Context: an optimization exercise on an open-source flow, tuned for small area, a short achievable clock period and few clock cycles per item. The choices shown serve that exercise and are no tape-out recipe.
The RTL of this run was laid out without a check of its function.
Power and IR drop assume default switching activity.

File: constraint.sdc
create_clock -name core_clock -period 3.5 [get_ports {clk}]
set_input_delay 0.7000 -clock core_clock [delete_from_list [all_inputs] [get_ports {clk}]]
set_output_delay 0.7000 -clock core_clock [all_outputs]
set_load 0.01 [all_outputs]
File: config.mk
export PLATFORM = sky130hd
export DESIGN_NAME = carry_select_adder
export DESIGN_NICKNAME = carry_select_adder
export VERILOG_FILES = /design/flow/design.v
export SDC_FILE = /design/flow/constraint.sdc
export NUM_CORES = 4
export LEC_CHECK = 0
export ABC_AREA = 1
export CAP_MARGIN = 20
export CORE_MARGIN = 2
export CORE_UTILIZATION = 40
export SLEW_MARGIN = 20
File: standard.sh
#!/bin/bash
# synth_recipe.tcl (not shown) runs the flow's synth.tcl, then flattens the netlist and writes it again
# the make line also repeats each setting of config.mk as NAME=value (left out here)
make -C /OpenROAD-flow-scripts/flow DESIGN_CONFIG=/design/flow/config.mk WORK_HOME=/design/flow/orfs CLKGATE_MAP_FILE= SYNTH_SCRIPT=/design/flow/synth_recipe.tcl "${@:-finish}"
File: design.v
`timescale 1ns/1ns
`default_nettype none
module carry_select_adder #(
    parameter int WIDTH = 64
) (
    input  logic             clk,
    input  logic             arst_n,
    input  logic             in_valid,
    input  logic             cin,
    input  logic [WIDTH-1:0] a,
    input  logic [WIDTH-1:0] b,
    output logic             out_valid,
    output logic             cout,
    output logic [WIDTH-1:0] sum
);
    wire [31:0] lo_a = a[31:0];
    wire [31:0] lo_b = b[31:0];
    wire [31:0] hi_a = a[63:32];
    wire [31:0] hi_b = b[63:32];
    wire [31:0] lo_p = lo_a ^ lo_b;
    wire [31:0] lo_g0 = {lo_a[31:1] & lo_b[31:1], (lo_a[0] & lo_b[0]) | (lo_p[0] & cin)};
    wire [31:0] lo_t0 = {lo_p[31:1], 1'b0};
    wire lo_g_1_1 = lo_g0[1] | (lo_t0[1] & lo_g0[0]);
    wire lo_t_1_1 = lo_t0[1] & lo_t0[0];
    wire lo_g_1_3 = lo_g0[3] | (lo_t0[3] & lo_g0[2]);
    wire lo_t_1_3 = lo_t0[3] & lo_t0[2];
    wire lo_g_1_5 = lo_g0[5] | (lo_t0[5] & lo_g0[4]);
    wire lo_t_1_5 = lo_t0[5] & lo_t0[4];
    wire lo_g_1_7 = lo_g0[7] | (lo_t0[7] & lo_g0[6]);
    wire lo_t_1_7 = lo_t0[7] & lo_t0[6];
    wire lo_g_1_9 = lo_g0[9] | (lo_t0[9] & lo_g0[8]);
    wire lo_t_1_9 = lo_t0[9] & lo_t0[8];
    wire lo_g_1_11 = lo_g0[11] | (lo_t0[11] & lo_g0[10]);
    wire lo_t_1_11 = lo_t0[11] & lo_t0[10];
    wire lo_g_1_13 = lo_g0[13] | (lo_t0[13] & lo_g0[12]);
    wire lo_t_1_13 = lo_t0[13] & lo_t0[12];
    wire lo_g_1_15 = lo_g0[15] | (lo_t0[15] & lo_g0[14]);
    wire lo_t_1_15 = lo_t0[15] & lo_t0[14];
    wire lo_g_1_17 = lo_g0[17] | (lo_t0[17] & lo_g0[16]);
    wire lo_t_1_17 = lo_t0[17] & lo_t0[16];
    wire lo_g_1_19 = lo_g0[19] | (lo_t0[19] & lo_g0[18]);
    wire lo_t_1_19 = lo_t0[19] & lo_t0[18];
    wire lo_g_1_21 = lo_g0[21] | (lo_t0[21] & lo_g0[20]);
    wire lo_t_1_21 = lo_t0[21] & lo_t0[20];
    wire lo_g_1_23 = lo_g0[23] | (lo_t0[23] & lo_g0[22]);
    wire lo_t_1_23 = lo_t0[23] & lo_t0[22];
    wire lo_g_1_25 = lo_g0[25] | (lo_t0[25] & lo_g0[24]);
    wire lo_t_1_25 = lo_t0[25] & lo_t0[24];
    wire lo_g_1_27 = lo_g0[27] | (lo_t0[27] & lo_g0[26]);
    wire lo_t_1_27 = lo_t0[27] & lo_t0[26];
    wire lo_g_1_29 = lo_g0[29] | (lo_t0[29] & lo_g0[28]);
    wire lo_t_1_29 = lo_t0[29] & lo_t0[28];
    wire lo_g_1_31 = lo_g0[31] | (lo_t0[31] & lo_g0[30]);
    wire lo_t_1_31 = lo_t0[31] & lo_t0[30];
    wire lo_g_2_2 = lo_g0[2] | (lo_t0[2] & lo_g_1_1);
    wire lo_t_2_2 = lo_t0[2] & lo_t_1_1;
    wire lo_g_2_3 = lo_g_1_3 | (lo_t_1_3 & lo_g_1_1);
    wire lo_t_2_3 = lo_t_1_3 & lo_t_1_1;
    wire lo_g_2_6 = lo_g0[6] | (lo_t0[6] & lo_g_1_5);
    wire lo_t_2_6 = lo_t0[6] & lo_t_1_5;
    wire lo_g_2_7 = lo_g_1_7 | (lo_t_1_7 & lo_g_1_5);
    wire lo_t_2_7 = lo_t_1_7 & lo_t_1_5;
    wire lo_g_2_10 = lo_g0[10] | (lo_t0[10] & lo_g_1_9);
    wire lo_t_2_10 = lo_t0[10] & lo_t_1_9;
    wire lo_g_2_11 = lo_g_1_11 | (lo_t_1_11 & lo_g_1_9);
    wire lo_t_2_11 = lo_t_1_11 & lo_t_1_9;
    wire lo_g_2_14 = lo_g0[14] | (lo_t0[14] & lo_g_1_13);
    wire lo_t_2_14 = lo_t0[14] & lo_t_1_13;
    wire lo_g_2_15 = lo_g_1_15 | (lo_t_1_15 & lo_g_1_13);
    wire lo_t_2_15 = lo_t_1_15 & lo_t_1_13;
    wire lo_g_2_18 = lo_g0[18] | (lo_t0[18] & lo_g_1_17);
    wire lo_t_2_18 = lo_t0[18] & lo_t_1_17;
    wire lo_g_2_19 = lo_g_1_19 | (lo_t_1_19 & lo_g_1_17);
    wire lo_t_2_19 = lo_t_1_19 & lo_t_1_17;
    wire lo_g_2_22 = lo_g0[22] | (lo_t0[22] & lo_g_1_21);
    wire lo_t_2_22 = lo_t0[22] & lo_t_1_21;
    wire lo_g_2_23 = lo_g_1_23 | (lo_t_1_23 & lo_g_1_21);
    wire lo_t_2_23 = lo_t_1_23 & lo_t_1_21;
    wire lo_g_2_26 = lo_g0[26] | (lo_t0[26] & lo_g_1_25);
    wire lo_t_2_26 = lo_t0[26] & lo_t_1_25;
    wire lo_g_2_27 = lo_g_1_27 | (lo_t_1_27 & lo_g_1_25);
    wire lo_t_2_27 = lo_t_1_27 & lo_t_1_25;
    wire lo_g_2_30 = lo_g0[30] | (lo_t0[30] & lo_g_1_29);
    wire lo_t_2_30 = lo_t0[30] & lo_t_1_29;
    wire lo_g_2_31 = lo_g_1_31 | (lo_t_1_31 & lo_g_1_29);
    wire lo_t_2_31 = lo_t_1_31 & lo_t_1_29;
    wire lo_g_3_4 = lo_g0[4] | (lo_t0[4] & lo_g_2_3);
    wire lo_t_3_4 = lo_t0[4] & lo_t_2_3;
    wire lo_g_3_5 = lo_g_1_5 | (lo_t_1_5 & lo_g_2_3);
    wire lo_t_3_5 = lo_t_1_5 & lo_t_2_3;
    wire lo_g_3_6 = lo_g_2_6 | (lo_t_2_6 & lo_g_2_3);
    wire lo_t_3_6 = lo_t_2_6 & lo_t_2_3;
    wire lo_g_3_7 = lo_g_2_7 | (lo_t_2_7 & lo_g_2_3);
    wire lo_t_3_7 = lo_t_2_7 & lo_t_2_3;
    wire lo_g_3_12 = lo_g0[12] | (lo_t0[12] & lo_g_2_11);
    wire lo_t_3_12 = lo_t0[12] & lo_t_2_11;
    wire lo_g_3_13 = lo_g_1_13 | (lo_t_1_13 & lo_g_2_11);
    wire lo_t_3_13 = lo_t_1_13 & lo_t_2_11;
    wire lo_g_3_14 = lo_g_2_14 | (lo_t_2_14 & lo_g_2_11);
    wire lo_t_3_14 = lo_t_2_14 & lo_t_2_11;
    wire lo_g_3_15 = lo_g_2_15 | (lo_t_2_15 & lo_g_2_11);
    wire lo_t_3_15 = lo_t_2_15 & lo_t_2_11;
    wire lo_g_3_20 = lo_g0[20] | (lo_t0[20] & lo_g_2_19);
    wire lo_t_3_20 = lo_t0[20] & lo_t_2_19;
    wire lo_g_3_21 = lo_g_1_21 | (lo_t_1_21 & lo_g_2_19);
    wire lo_t_3_21 = lo_t_1_21 & lo_t_2_19;
    wire lo_g_3_22 = lo_g_2_22 | (lo_t_2_22 & lo_g_2_19);
    wire lo_t_3_22 = lo_t_2_22 & lo_t_2_19;
    wire lo_g_3_23 = lo_g_2_23 | (lo_t_2_23 & lo_g_2_19);
    wire lo_t_3_23 = lo_t_2_23 & lo_t_2_19;
    wire lo_g_3_28 = lo_g0[28] | (lo_t0[28] & lo_g_2_27);
    wire lo_t_3_28 = lo_t0[28] & lo_t_2_27;
    wire lo_g_3_29 = lo_g_1_29 | (lo_t_1_29 & lo_g_2_27);
    wire lo_t_3_29 = lo_t_1_29 & lo_t_2_27;
    wire lo_g_3_30 = lo_g_2_30 | (lo_t_2_30 & lo_g_2_27);
    wire lo_t_3_30 = lo_t_2_30 & lo_t_2_27;
    wire lo_g_3_31 = lo_g_2_31 | (lo_t_2_31 & lo_g_2_27);
    wire lo_t_3_31 = lo_t_2_31 & lo_t_2_27;
    wire lo_g_4_8 = lo_g0[8] | (lo_t0[8] & lo_g_3_7);
    wire lo_t_4_8 = lo_t0[8] & lo_t_3_7;
    wire lo_g_4_9 = lo_g_1_9 | (lo_t_1_9 & lo_g_3_7);
    wire lo_t_4_9 = lo_t_1_9 & lo_t_3_7;
    wire lo_g_4_10 = lo_g_2_10 | (lo_t_2_10 & lo_g_3_7);
    wire lo_t_4_10 = lo_t_2_10 & lo_t_3_7;
    wire lo_g_4_11 = lo_g_2_11 | (lo_t_2_11 & lo_g_3_7);
    wire lo_t_4_11 = lo_t_2_11 & lo_t_3_7;
    wire lo_g_4_12 = lo_g_3_12 | (lo_t_3_12 & lo_g_3_7);
    wire lo_t_4_12 = lo_t_3_12 & lo_t_3_7;
    wire lo_g_4_13 = lo_g_3_13 | (lo_t_3_13 & lo_g_3_7);
    wire lo_t_4_13 = lo_t_3_13 & lo_t_3_7;
    wire lo_g_4_14 = lo_g_3_14 | (lo_t_3_14 & lo_g_3_7);
    wire lo_t_4_14 = lo_t_3_14 & lo_t_3_7;
    wire lo_g_4_15 = lo_g_3_15 | (lo_t_3_15 & lo_g_3_7);
    wire lo_t_4_15 = lo_t_3_15 & lo_t_3_7;
    wire lo_g_4_24 = lo_g0[24] | (lo_t0[24] & lo_g_3_23);
    wire lo_t_4_24 = lo_t0[24] & lo_t_3_23;
    wire lo_g_4_25 = lo_g_1_25 | (lo_t_1_25 & lo_g_3_23);
    wire lo_t_4_25 = lo_t_1_25 & lo_t_3_23;
    wire lo_g_4_26 = lo_g_2_26 | (lo_t_2_26 & lo_g_3_23);
    wire lo_t_4_26 = lo_t_2_26 & lo_t_3_23;
    wire lo_g_4_27 = lo_g_2_27 | (lo_t_2_27 & lo_g_3_23);
    wire lo_t_4_27 = lo_t_2_27 & lo_t_3_23;
    wire lo_g_4_28 = lo_g_3_28 | (lo_t_3_28 & lo_g_3_23);
    wire lo_t_4_28 = lo_t_3_28 & lo_t_3_23;
    wire lo_g_4_29 = lo_g_3_29 | (lo_t_3_29 & lo_g_3_23);
    wire lo_t_4_29 = lo_t_3_29 & lo_t_3_23;
    wire lo_g_4_30 = lo_g_3_30 | (lo_t_3_30 & lo_g_3_23);
    wire lo_t_4_30 = lo_t_3_30 & lo_t_3_23;
    wire lo_g_4_31 = lo_g_3_31 | (lo_t_3_31 & lo_g_3_23);
    wire lo_t_4_31 = lo_t_3_31 & lo_t_3_23;
    wire lo_g_5_16 = lo_g0[16] | (lo_t0[16] & lo_g_4_15);
    wire lo_t_5_16 = lo_t0[16] & lo_t_4_15;
    wire lo_g_5_17 = lo_g_1_17 | (lo_t_1_17 & lo_g_4_15);
    wire lo_t_5_17 = lo_t_1_17 & lo_t_4_15;
    wire lo_g_5_18 = lo_g_2_18 | (lo_t_2_18 & lo_g_4_15);
    wire lo_t_5_18 = lo_t_2_18 & lo_t_4_15;
    wire lo_g_5_19 = lo_g_2_19 | (lo_t_2_19 & lo_g_4_15);
    wire lo_t_5_19 = lo_t_2_19 & lo_t_4_15;
    wire lo_g_5_20 = lo_g_3_20 | (lo_t_3_20 & lo_g_4_15);
    wire lo_t_5_20 = lo_t_3_20 & lo_t_4_15;
    wire lo_g_5_21 = lo_g_3_21 | (lo_t_3_21 & lo_g_4_15);
    wire lo_t_5_21 = lo_t_3_21 & lo_t_4_15;
    wire lo_g_5_22 = lo_g_3_22 | (lo_t_3_22 & lo_g_4_15);
    wire lo_t_5_22 = lo_t_3_22 & lo_t_4_15;
    wire lo_g_5_23 = lo_g_3_23 | (lo_t_3_23 & lo_g_4_15);
    wire lo_t_5_23 = lo_t_3_23 & lo_t_4_15;
    wire lo_g_5_24 = lo_g_4_24 | (lo_t_4_24 & lo_g_4_15);
    wire lo_t_5_24 = lo_t_4_24 & lo_t_4_15;
    wire lo_g_5_25 = lo_g_4_25 | (lo_t_4_25 & lo_g_4_15);
    wire lo_t_5_25 = lo_t_4_25 & lo_t_4_15;
    wire lo_g_5_26 = lo_g_4_26 | (lo_t_4_26 & lo_g_4_15);
    wire lo_t_5_26 = lo_t_4_26 & lo_t_4_15;
    wire lo_g_5_27 = lo_g_4_27 | (lo_t_4_27 & lo_g_4_15);
    wire lo_t_5_27 = lo_t_4_27 & lo_t_4_15;
    wire lo_g_5_28 = lo_g_4_28 | (lo_t_4_28 & lo_g_4_15);
    wire lo_t_5_28 = lo_t_4_28 & lo_t_4_15;
    wire lo_g_5_29 = lo_g_4_29 | (lo_t_4_29 & lo_g_4_15);
    wire lo_t_5_29 = lo_t_4_29 & lo_t_4_15;
    wire lo_g_5_30 = lo_g_4_30 | (lo_t_4_30 & lo_g_4_15);
    wire lo_t_5_30 = lo_t_4_30 & lo_t_4_15;
    wire lo_g_5_31 = lo_g_4_31 | (lo_t_4_31 & lo_g_4_15);
    wire lo_t_5_31 = lo_t_4_31 & lo_t_4_15;
    wire [32:0] lo_c = {lo_g_5_31, lo_g_5_30, lo_g_5_29, lo_g_5_28, lo_g_5_27, lo_g_5_26, lo_g_5_25, lo_g_5_24, lo_g_5_23, lo_g_5_22, lo_g_5_21, lo_g_5_20, lo_g_5_19, lo_g_5_18, lo_g_5_17, lo_g_5_16, lo_g_4_15, lo_g_4_14, lo_g_4_13, lo_g_4_12, lo_g_4_11, lo_g_4_10, lo_g_4_9, lo_g_4_8, lo_g_3_7, lo_g_3_6, lo_g_3_5, lo_g_3_4, lo_g_2_3, lo_g_2_2, lo_g_1_1, lo_g0[0], cin};
    wire [31:0] lo_s = lo_p ^ lo_c[31:0];
    wire [31:0] hi_p = hi_a ^ hi_b;
    wire [31:0] hi_g0 = hi_a & hi_b;
    wire [31:0] hi_t0 = {hi_p[31:1], 1'b0};
    wire hi_g_1_1 = hi_g0[1] | (hi_t0[1] & hi_g0[0]);
    wire hi_t_1_1 = hi_t0[1] & hi_t0[0];
    wire hi_g_1_3 = hi_g0[3] | (hi_t0[3] & hi_g0[2]);
    wire hi_t_1_3 = hi_t0[3] & hi_t0[2];
    wire hi_g_1_5 = hi_g0[5] | (hi_t0[5] & hi_g0[4]);
    wire hi_t_1_5 = hi_t0[5] & hi_t0[4];
    wire hi_g_1_7 = hi_g0[7] | (hi_t0[7] & hi_g0[6]);
    wire hi_t_1_7 = hi_t0[7] & hi_t0[6];
    wire hi_g_1_9 = hi_g0[9] | (hi_t0[9] & hi_g0[8]);
    wire hi_t_1_9 = hi_t0[9] & hi_t0[8];
    wire hi_g_1_11 = hi_g0[11] | (hi_t0[11] & hi_g0[10]);
    wire hi_t_1_11 = hi_t0[11] & hi_t0[10];
    wire hi_g_1_13 = hi_g0[13] | (hi_t0[13] & hi_g0[12]);
    wire hi_t_1_13 = hi_t0[13] & hi_t0[12];
    wire hi_g_1_15 = hi_g0[15] | (hi_t0[15] & hi_g0[14]);
    wire hi_t_1_15 = hi_t0[15] & hi_t0[14];
    wire hi_g_1_17 = hi_g0[17] | (hi_t0[17] & hi_g0[16]);
    wire hi_t_1_17 = hi_t0[17] & hi_t0[16];
    wire hi_g_1_19 = hi_g0[19] | (hi_t0[19] & hi_g0[18]);
    wire hi_t_1_19 = hi_t0[19] & hi_t0[18];
    wire hi_g_1_21 = hi_g0[21] | (hi_t0[21] & hi_g0[20]);
    wire hi_t_1_21 = hi_t0[21] & hi_t0[20];
    wire hi_g_1_23 = hi_g0[23] | (hi_t0[23] & hi_g0[22]);
    wire hi_t_1_23 = hi_t0[23] & hi_t0[22];
    wire hi_g_1_25 = hi_g0[25] | (hi_t0[25] & hi_g0[24]);
    wire hi_t_1_25 = hi_t0[25] & hi_t0[24];
    wire hi_g_1_27 = hi_g0[27] | (hi_t0[27] & hi_g0[26]);
    wire hi_t_1_27 = hi_t0[27] & hi_t0[26];
    wire hi_g_1_29 = hi_g0[29] | (hi_t0[29] & hi_g0[28]);
    wire hi_t_1_29 = hi_t0[29] & hi_t0[28];
    wire hi_g_1_31 = hi_g0[31] | (hi_t0[31] & hi_g0[30]);
    wire hi_t_1_31 = hi_t0[31] & hi_t0[30];
    wire hi_g_2_2 = hi_g0[2] | (hi_t0[2] & hi_g_1_1);
    wire hi_t_2_2 = hi_t0[2] & hi_t_1_1;
    wire hi_g_2_3 = hi_g_1_3 | (hi_t_1_3 & hi_g_1_1);
    wire hi_t_2_3 = hi_t_1_3 & hi_t_1_1;
    wire hi_g_2_6 = hi_g0[6] | (hi_t0[6] & hi_g_1_5);
    wire hi_t_2_6 = hi_t0[6] & hi_t_1_5;
    wire hi_g_2_7 = hi_g_1_7 | (hi_t_1_7 & hi_g_1_5);
    wire hi_t_2_7 = hi_t_1_7 & hi_t_1_5;
    wire hi_g_2_10 = hi_g0[10] | (hi_t0[10] & hi_g_1_9);
    wire hi_t_2_10 = hi_t0[10] & hi_t_1_9;
    wire hi_g_2_11 = hi_g_1_11 | (hi_t_1_11 & hi_g_1_9);
    wire hi_t_2_11 = hi_t_1_11 & hi_t_1_9;
    wire hi_g_2_14 = hi_g0[14] | (hi_t0[14] & hi_g_1_13);
    wire hi_t_2_14 = hi_t0[14] & hi_t_1_13;
    wire hi_g_2_15 = hi_g_1_15 | (hi_t_1_15 & hi_g_1_13);
    wire hi_t_2_15 = hi_t_1_15 & hi_t_1_13;
    wire hi_g_2_18 = hi_g0[18] | (hi_t0[18] & hi_g_1_17);
    wire hi_t_2_18 = hi_t0[18] & hi_t_1_17;
    wire hi_g_2_19 = hi_g_1_19 | (hi_t_1_19 & hi_g_1_17);
    wire hi_t_2_19 = hi_t_1_19 & hi_t_1_17;
    wire hi_g_2_22 = hi_g0[22] | (hi_t0[22] & hi_g_1_21);
    wire hi_t_2_22 = hi_t0[22] & hi_t_1_21;
    wire hi_g_2_23 = hi_g_1_23 | (hi_t_1_23 & hi_g_1_21);
    wire hi_t_2_23 = hi_t_1_23 & hi_t_1_21;
    wire hi_g_2_26 = hi_g0[26] | (hi_t0[26] & hi_g_1_25);
    wire hi_t_2_26 = hi_t0[26] & hi_t_1_25;
    wire hi_g_2_27 = hi_g_1_27 | (hi_t_1_27 & hi_g_1_25);
    wire hi_t_2_27 = hi_t_1_27 & hi_t_1_25;
    wire hi_g_2_30 = hi_g0[30] | (hi_t0[30] & hi_g_1_29);
    wire hi_t_2_30 = hi_t0[30] & hi_t_1_29;
    wire hi_g_2_31 = hi_g_1_31 | (hi_t_1_31 & hi_g_1_29);
    wire hi_t_2_31 = hi_t_1_31 & hi_t_1_29;
    wire hi_g_3_4 = hi_g0[4] | (hi_t0[4] & hi_g_2_3);
    wire hi_t_3_4 = hi_t0[4] & hi_t_2_3;
    wire hi_g_3_5 = hi_g_1_5 | (hi_t_1_5 & hi_g_2_3);
    wire hi_t_3_5 = hi_t_1_5 & hi_t_2_3;
    wire hi_g_3_6 = hi_g_2_6 | (hi_t_2_6 & hi_g_2_3);
    wire hi_t_3_6 = hi_t_2_6 & hi_t_2_3;
    wire hi_g_3_7 = hi_g_2_7 | (hi_t_2_7 & hi_g_2_3);
    wire hi_t_3_7 = hi_t_2_7 & hi_t_2_3;
    wire hi_g_3_12 = hi_g0[12] | (hi_t0[12] & hi_g_2_11);
    wire hi_t_3_12 = hi_t0[12] & hi_t_2_11;
    wire hi_g_3_13 = hi_g_1_13 | (hi_t_1_13 & hi_g_2_11);
    wire hi_t_3_13 = hi_t_1_13 & hi_t_2_11;
    wire hi_g_3_14 = hi_g_2_14 | (hi_t_2_14 & hi_g_2_11);
    wire hi_t_3_14 = hi_t_2_14 & hi_t_2_11;
    wire hi_g_3_15 = hi_g_2_15 | (hi_t_2_15 & hi_g_2_11);
    wire hi_t_3_15 = hi_t_2_15 & hi_t_2_11;
    wire hi_g_3_20 = hi_g0[20] | (hi_t0[20] & hi_g_2_19);
    wire hi_t_3_20 = hi_t0[20] & hi_t_2_19;
    wire hi_g_3_21 = hi_g_1_21 | (hi_t_1_21 & hi_g_2_19);
    wire hi_t_3_21 = hi_t_1_21 & hi_t_2_19;
    wire hi_g_3_22 = hi_g_2_22 | (hi_t_2_22 & hi_g_2_19);
    wire hi_t_3_22 = hi_t_2_22 & hi_t_2_19;
    wire hi_g_3_23 = hi_g_2_23 | (hi_t_2_23 & hi_g_2_19);
    wire hi_t_3_23 = hi_t_2_23 & hi_t_2_19;
    wire hi_g_3_28 = hi_g0[28] | (hi_t0[28] & hi_g_2_27);
    wire hi_t_3_28 = hi_t0[28] & hi_t_2_27;
    wire hi_g_3_29 = hi_g_1_29 | (hi_t_1_29 & hi_g_2_27);
    wire hi_t_3_29 = hi_t_1_29 & hi_t_2_27;
    wire hi_g_3_30 = hi_g_2_30 | (hi_t_2_30 & hi_g_2_27);
    wire hi_t_3_30 = hi_t_2_30 & hi_t_2_27;
    wire hi_g_3_31 = hi_g_2_31 | (hi_t_2_31 & hi_g_2_27);
    wire hi_t_3_31 = hi_t_2_31 & hi_t_2_27;
    wire hi_g_4_8 = hi_g0[8] | (hi_t0[8] & hi_g_3_7);
    wire hi_t_4_8 = hi_t0[8] & hi_t_3_7;
    wire hi_g_4_9 = hi_g_1_9 | (hi_t_1_9 & hi_g_3_7);
    wire hi_t_4_9 = hi_t_1_9 & hi_t_3_7;
    wire hi_g_4_10 = hi_g_2_10 | (hi_t_2_10 & hi_g_3_7);
    wire hi_t_4_10 = hi_t_2_10 & hi_t_3_7;
    wire hi_g_4_11 = hi_g_2_11 | (hi_t_2_11 & hi_g_3_7);
    wire hi_t_4_11 = hi_t_2_11 & hi_t_3_7;
    wire hi_g_4_12 = hi_g_3_12 | (hi_t_3_12 & hi_g_3_7);
    wire hi_t_4_12 = hi_t_3_12 & hi_t_3_7;
    wire hi_g_4_13 = hi_g_3_13 | (hi_t_3_13 & hi_g_3_7);
    wire hi_t_4_13 = hi_t_3_13 & hi_t_3_7;
    wire hi_g_4_14 = hi_g_3_14 | (hi_t_3_14 & hi_g_3_7);
    wire hi_t_4_14 = hi_t_3_14 & hi_t_3_7;
    wire hi_g_4_15 = hi_g_3_15 | (hi_t_3_15 & hi_g_3_7);
    wire hi_t_4_15 = hi_t_3_15 & hi_t_3_7;
    wire hi_g_4_24 = hi_g0[24] | (hi_t0[24] & hi_g_3_23);
    wire hi_t_4_24 = hi_t0[24] & hi_t_3_23;
    wire hi_g_4_25 = hi_g_1_25 | (hi_t_1_25 & hi_g_3_23);
    wire hi_t_4_25 = hi_t_1_25 & hi_t_3_23;
    wire hi_g_4_26 = hi_g_2_26 | (hi_t_2_26 & hi_g_3_23);
    wire hi_t_4_26 = hi_t_2_26 & hi_t_3_23;
    wire hi_g_4_27 = hi_g_2_27 | (hi_t_2_27 & hi_g_3_23);
    wire hi_t_4_27 = hi_t_2_27 & hi_t_3_23;
    wire hi_g_4_28 = hi_g_3_28 | (hi_t_3_28 & hi_g_3_23);
    wire hi_t_4_28 = hi_t_3_28 & hi_t_3_23;
    wire hi_g_4_29 = hi_g_3_29 | (hi_t_3_29 & hi_g_3_23);
    wire hi_t_4_29 = hi_t_3_29 & hi_t_3_23;
    wire hi_g_4_30 = hi_g_3_30 | (hi_t_3_30 & hi_g_3_23);
    wire hi_t_4_30 = hi_t_3_30 & hi_t_3_23;
    wire hi_g_4_31 = hi_g_3_31 | (hi_t_3_31 & hi_g_3_23);
    wire hi_t_4_31 = hi_t_3_31 & hi_t_3_23;
    wire hi_g_5_16 = hi_g0[16] | (hi_t0[16] & hi_g_4_15);
    wire hi_t_5_16 = hi_t0[16] & hi_t_4_15;
    wire hi_g_5_17 = hi_g_1_17 | (hi_t_1_17 & hi_g_4_15);
    wire hi_t_5_17 = hi_t_1_17 & hi_t_4_15;
    wire hi_g_5_18 = hi_g_2_18 | (hi_t_2_18 & hi_g_4_15);
    wire hi_t_5_18 = hi_t_2_18 & hi_t_4_15;
    wire hi_g_5_19 = hi_g_2_19 | (hi_t_2_19 & hi_g_4_15);
    wire hi_t_5_19 = hi_t_2_19 & hi_t_4_15;
    wire hi_g_5_20 = hi_g_3_20 | (hi_t_3_20 & hi_g_4_15);
    wire hi_t_5_20 = hi_t_3_20 & hi_t_4_15;
    wire hi_g_5_21 = hi_g_3_21 | (hi_t_3_21 & hi_g_4_15);
    wire hi_t_5_21 = hi_t_3_21 & hi_t_4_15;
    wire hi_g_5_22 = hi_g_3_22 | (hi_t_3_22 & hi_g_4_15);
    wire hi_t_5_22 = hi_t_3_22 & hi_t_4_15;
    wire hi_g_5_23 = hi_g_3_23 | (hi_t_3_23 & hi_g_4_15);
    wire hi_t_5_23 = hi_t_3_23 & hi_t_4_15;
    wire hi_g_5_24 = hi_g_4_24 | (hi_t_4_24 & hi_g_4_15);
    wire hi_t_5_24 = hi_t_4_24 & hi_t_4_15;
    wire hi_g_5_25 = hi_g_4_25 | (hi_t_4_25 & hi_g_4_15);
    wire hi_t_5_25 = hi_t_4_25 & hi_t_4_15;
    wire hi_g_5_26 = hi_g_4_26 | (hi_t_4_26 & hi_g_4_15);
    wire hi_t_5_26 = hi_t_4_26 & hi_t_4_15;
    wire hi_g_5_27 = hi_g_4_27 | (hi_t_4_27 & hi_g_4_15);
    wire hi_t_5_27 = hi_t_4_27 & hi_t_4_15;
    wire hi_g_5_28 = hi_g_4_28 | (hi_t_4_28 & hi_g_4_15);
    wire hi_t_5_28 = hi_t_4_28 & hi_t_4_15;
    wire hi_g_5_29 = hi_g_4_29 | (hi_t_4_29 & hi_g_4_15);
    wire hi_t_5_29 = hi_t_4_29 & hi_t_4_15;
    wire hi_g_5_30 = hi_g_4_30 | (hi_t_4_30 & hi_g_4_15);
    wire hi_t_5_30 = hi_t_4_30 & hi_t_4_15;
    wire hi_g_5_31 = hi_g_4_31 | (hi_t_4_31 & hi_g_4_15);
    wire hi_t_5_31 = hi_t_4_31 & hi_t_4_15;
    wire [32:0] hi_c = {hi_g_5_31, hi_g_5_30, hi_g_5_29, hi_g_5_28, hi_g_5_27, hi_g_5_26, hi_g_5_25, hi_g_5_24, hi_g_5_23, hi_g_5_22, hi_g_5_21, hi_g_5_20, hi_g_5_19, hi_g_5_18, hi_g_5_17, hi_g_5_16, hi_g_4_15, hi_g_4_14, hi_g_4_13, hi_g_4_12, hi_g_4_11, hi_g_4_10, hi_g_4_9, hi_g_4_8, hi_g_3_7, hi_g_3_6, hi_g_3_5, hi_g_3_4, hi_g_2_3, hi_g_2_2, hi_g_1_1, hi_g0[0], 1'b0};
    wire [31:0] hi_s = hi_p ^ hi_c[31:0];
    logic [31:0] lo_sum_q;
    logic        lo_cout_q;
    logic [31:0] hi_sum_q;
    logic        hi_cout_q;
    always_ff @(posedge clk or negedge arst_n)
    begin
        if (!arst_n)
        begin
            out_valid <= 1'b0;
        end
        else
        begin
            out_valid <= in_valid;
        end
    end
    always_ff @(posedge clk)
    begin
        lo_sum_q  <= lo_s;
        lo_cout_q <= lo_c[32];
        hi_sum_q  <= hi_s;
        hi_cout_q <= hi_c[32];
    end
    assign sum[31:0]  = lo_sum_q;
    assign sum[63:32] = hi_sum_q + {31'd0, lo_cout_q};
    assign cout       = hi_cout_q | (lo_cout_q & (&hi_sum_q));
endmodule
`default_nettype wire
File: flow/run.sh
#!/bin/bash
# Standard layout, but the port buffers are plain buf cells instead of the
# delay buffer buffer_ports picks by itself.
set -euo pipefail
cd "$(dirname "$0")/.."
export BUFFER_PORTS_ARGS="-buffer_cell ${PORT_BUF:-sky130_fd_sc_hd__buf_1}"
export ADDER_MAP_FILE=
bash standard.sh > standard_flow.log 2>&1
==> flow_summary.yaml <==
finish:
  layout_common_cells: "nand2_1 (279), buf_1 (197), nor2_1 (140)"
  final_nets: 1270
  drive_above_1_share_pct: 9.45
  synthToLayoutAreaGrowth_pct: 22.4
  n_antenna_cell: 0
  layout_commonest_cell: "nand2_1"
synth:
  syn_avg_cell_area_sq_um: 6.04
  synth_edf_count: 0
  netlist.area_leader.share_pct: 23.5
  yosys_warnings: 1
  syn_nets: 1064
  ys_seq_area_share_pct: 23.9
  synthTopCellsByArea: "dfxtp_1 (23%), nand2_1 (19%), nor2_1 (9.3%)"
  syn_inst: 932
  synth.distinct_cells: 39
  netlist_area_sq_um: 5630
  synthArstFlopShare_pct: 1.49
  synth-seq-cells: 67
  synth_ff_type: "dfxtp_1"
  synth_area_leader_cell: "dfxtp_1"
drt:
  vias: 5953
  route.detailed.drc: 0
  drt_iter0_markers: 296
  ant_nets: 0
  routed_via_density: 4.50
  wl_per_cell_microns: 10.5
  drt-total-wl_microns: 13900
  drt_pass1_iterations: 5
worst_setup_path:
  start_kind: "flop"
  cp-endpoint: "sum[51]"
  cp-startpoint: "lo_cout_q$_DFF_P_"
  end_kind: "output pin"
  path_class: "reg2out"
  crit_required_ns: 2.80
  crit_fanout: 5
  worstPathArrival_ns: 2.27
floorplanning:
  die_x_microns: 123
  core_area_sq_um: 13800
  dieArea_sq_um: 15000
  num_rows: 43
  die_y_microns: 123
  ios: 198
  start_util_pct: 40.7
timing:
  hold_viol_final: 0
  finalSetupViolations: 0
  rsz0062_at_grt: "no"
  fin_tns_setup_ns: 0
  worst_slew_pin_slew_ns: 0.436
  fin_ws_ns: 0.532
  slew_headroom_pct: 70.8
  period_share_pct: 84.8
  slew_viol_final: 0
  period_needed_ns: 2.97
  fmax_mhz: 337
power_and_ir_drop:
  p_leak_nw: 3.59
  power_density_nw_per_um2: 425
  ir_drop_v: 0.000298
  p_total_w: 0.00292
placement:
  io_buffers: 197
  place_ws_ns: 0.902
  gp_congestion: 0.886
  hpwl_microns: 11600
clock_tree:
  postCtsResizedCells: 0
  clkTransAtPathRegs_ns: 0.06
  clockBufferDepth: 2
  post_cts_buffers: 0
  htree_levels: 3
  clkSinkCount: 67
  cts_buffers: 9
  postCtsHoldBufs: 0
  cts_tree: "done"
  cts_root_buffer: "clkbuf_16"
grt:
  grt_overflow_total: 0
  grt_pass1_wl_microns: 22900
  grt_pass1_vias: 5333
  grt_max_degree: 17
  track_usage_pct: 19.1
  antenna_found_initial: 0
outcome:
  outcome: "timing/DRC/antenna clean"
run:
  drv_cap: 0
min_path:
  min_path_type: "in2async"
## registers in the layout, indices dropped and copies added, names as in the netlist
register,flops
hi_sum_q,32
hi_cout_q,1
out_valid,1
lo_cout_q,1
lo_sum_q,32
## area by class of cell
type,instances,area [sq um]
Inverter,132,497
Fill cell,1500,6940
Timing Repair Buffer,197,739
Sequential cell,67,1350
Tap cell,180,225
Clock inverter,4,72.6
Clock buffer,12,256
Multi-Input combinational cell,731,3750
## logic make-up (layout without fill, tap and decap cells)
logic type	count (synthesis)	after routing	share of synthesized area [%]
buf+inv	134	345	9.45
xor+xnor	69	69	10.7
compound gates	90	90	8.83
flops	67	67	23.9
simple gates	572	572	47.1
## worst min path at each step
| stage | from | endpoint | slack [ns] | cells after the start |
|---|---|---|---|---|
| after floorplan | arst_n | out_valid$_DFF_PN0_ | 0.40 | 0 |
| after global placement | arst_n | out_valid$_DFF_PN0_ | 0.46 | 1 |
| after detailed placement | arst_n | out_valid$_DFF_PN0_ | 0.47 | 1 |
| after CTS | arst_n | out_valid$_DFF_PN0_ | 0.09 | 1 |
| after global routing | arst_n | out_valid$_DFF_PN0_ | 0.10 | 1 |
| final | arst_n | out_valid$_DFF_PN0_ | 0.11 | 1 |
## Yosys cell counts (2+ instances only)
cell / number
nor3_2: 3
nand2_1: 279
nand3_1: 38
a21oi_1: 54
nand2_4: 18
o21ai_1: 3
nand3b_1: 6
xnor2_1: 28
inv_1: 122
or2_2: 5
a31oi_1: 6
nor2_1: 140
a21boi_0: 4
xor2_1: 41
or2_1: 3
nor2_2: 21
dfxtp_1: 66
nor3_1: 11
nand2_2: 22
o21ai_0: 16
a21oi_2: 3
and2_1: 2
nor2_4: 6
nand4_1: 8
inv_2: 8
nor4_1: 6
## power by group
part | total, W | internal (W) | switching, W | leakage, nW
combinational | 0.000922 | 0.000327 | 0.000595 | 2.86
sequential | 0.000993 | 0.000900 | 0.0000922 | 0.568
clock | 0.00101 | 0.000662 | 0.000348 | 0.159
total | 0.00292 | 0.00189 | 0.00103 | 3.59
## routing by layer
layer  vias to the layer above  track usage [%]  routed length, microns
met4                         0             4.45                     124
met1                      2530             23.2                    6490
met2                       123             33.5                    6590
met3                         7             4.88                     717
li1                       3293                -                       -
met5                         -                0                       0
## worst max-delay path, cell delays in order, from the launching register on
cell,delay (ns)
dfxtp_1,0.36
nand2_1,0.10
nor2_4,0.14
nand2_4,0.08
nor2_8,0.13
nand2_4,0.09
nor2_4,0.15
nand2_1,0.12
nor3_2,0.19
nand2_1,0.10
xnor2_1,0.27
buf_1,0.19
## per-stage QoR
| step | instance area, sq um | utilization, % | hold WS, ns | instances |
|---|---|---|---|---|
| finish | 6890 | 49.8 | 0.113 | 1323 |
| global route | 6890 | 49.8 | 0.103 | 1323 |
| CTS | 6890 | 49.8 | 0.0950 | 1323 |
| detailed placement | 6560 | 47.4 | 0.465 | 1307 |
| global placement | 6560 | 47.4 | 0.462 | 1307 |
| floorplan | 5630 | - | 0.404 | 932 |

## separate check: timing with driven ports
No port has a modelled driver above. Below, the same layout with a new extraction and two added sets of constraints.
Step 1 assumes that a clkbuf_16 drives the clock port and a buf_2 every other input.
Step 2 moves the port delays by t, midway between the first and last clock arrival at a register: inputs arrive t later, outputs are due t later. That takes back most of the time a late clock gives input paths.
Three values: ideal ports, drivers, drivers and shift; two values: the first two.
shift t [ns]: 0.372
setup WS [ns]: 0.532 / 0.494 / 0.866
clock arrival spread, ns: 0.006 / 0.006
slew at the worst register clock pin (ns): 0.06 / 0.06
After both steps this run still meets setup and hold. For this run, drivers alone change the setup slack by -0.038 ns; drivers and shift together by +0.334 ns.
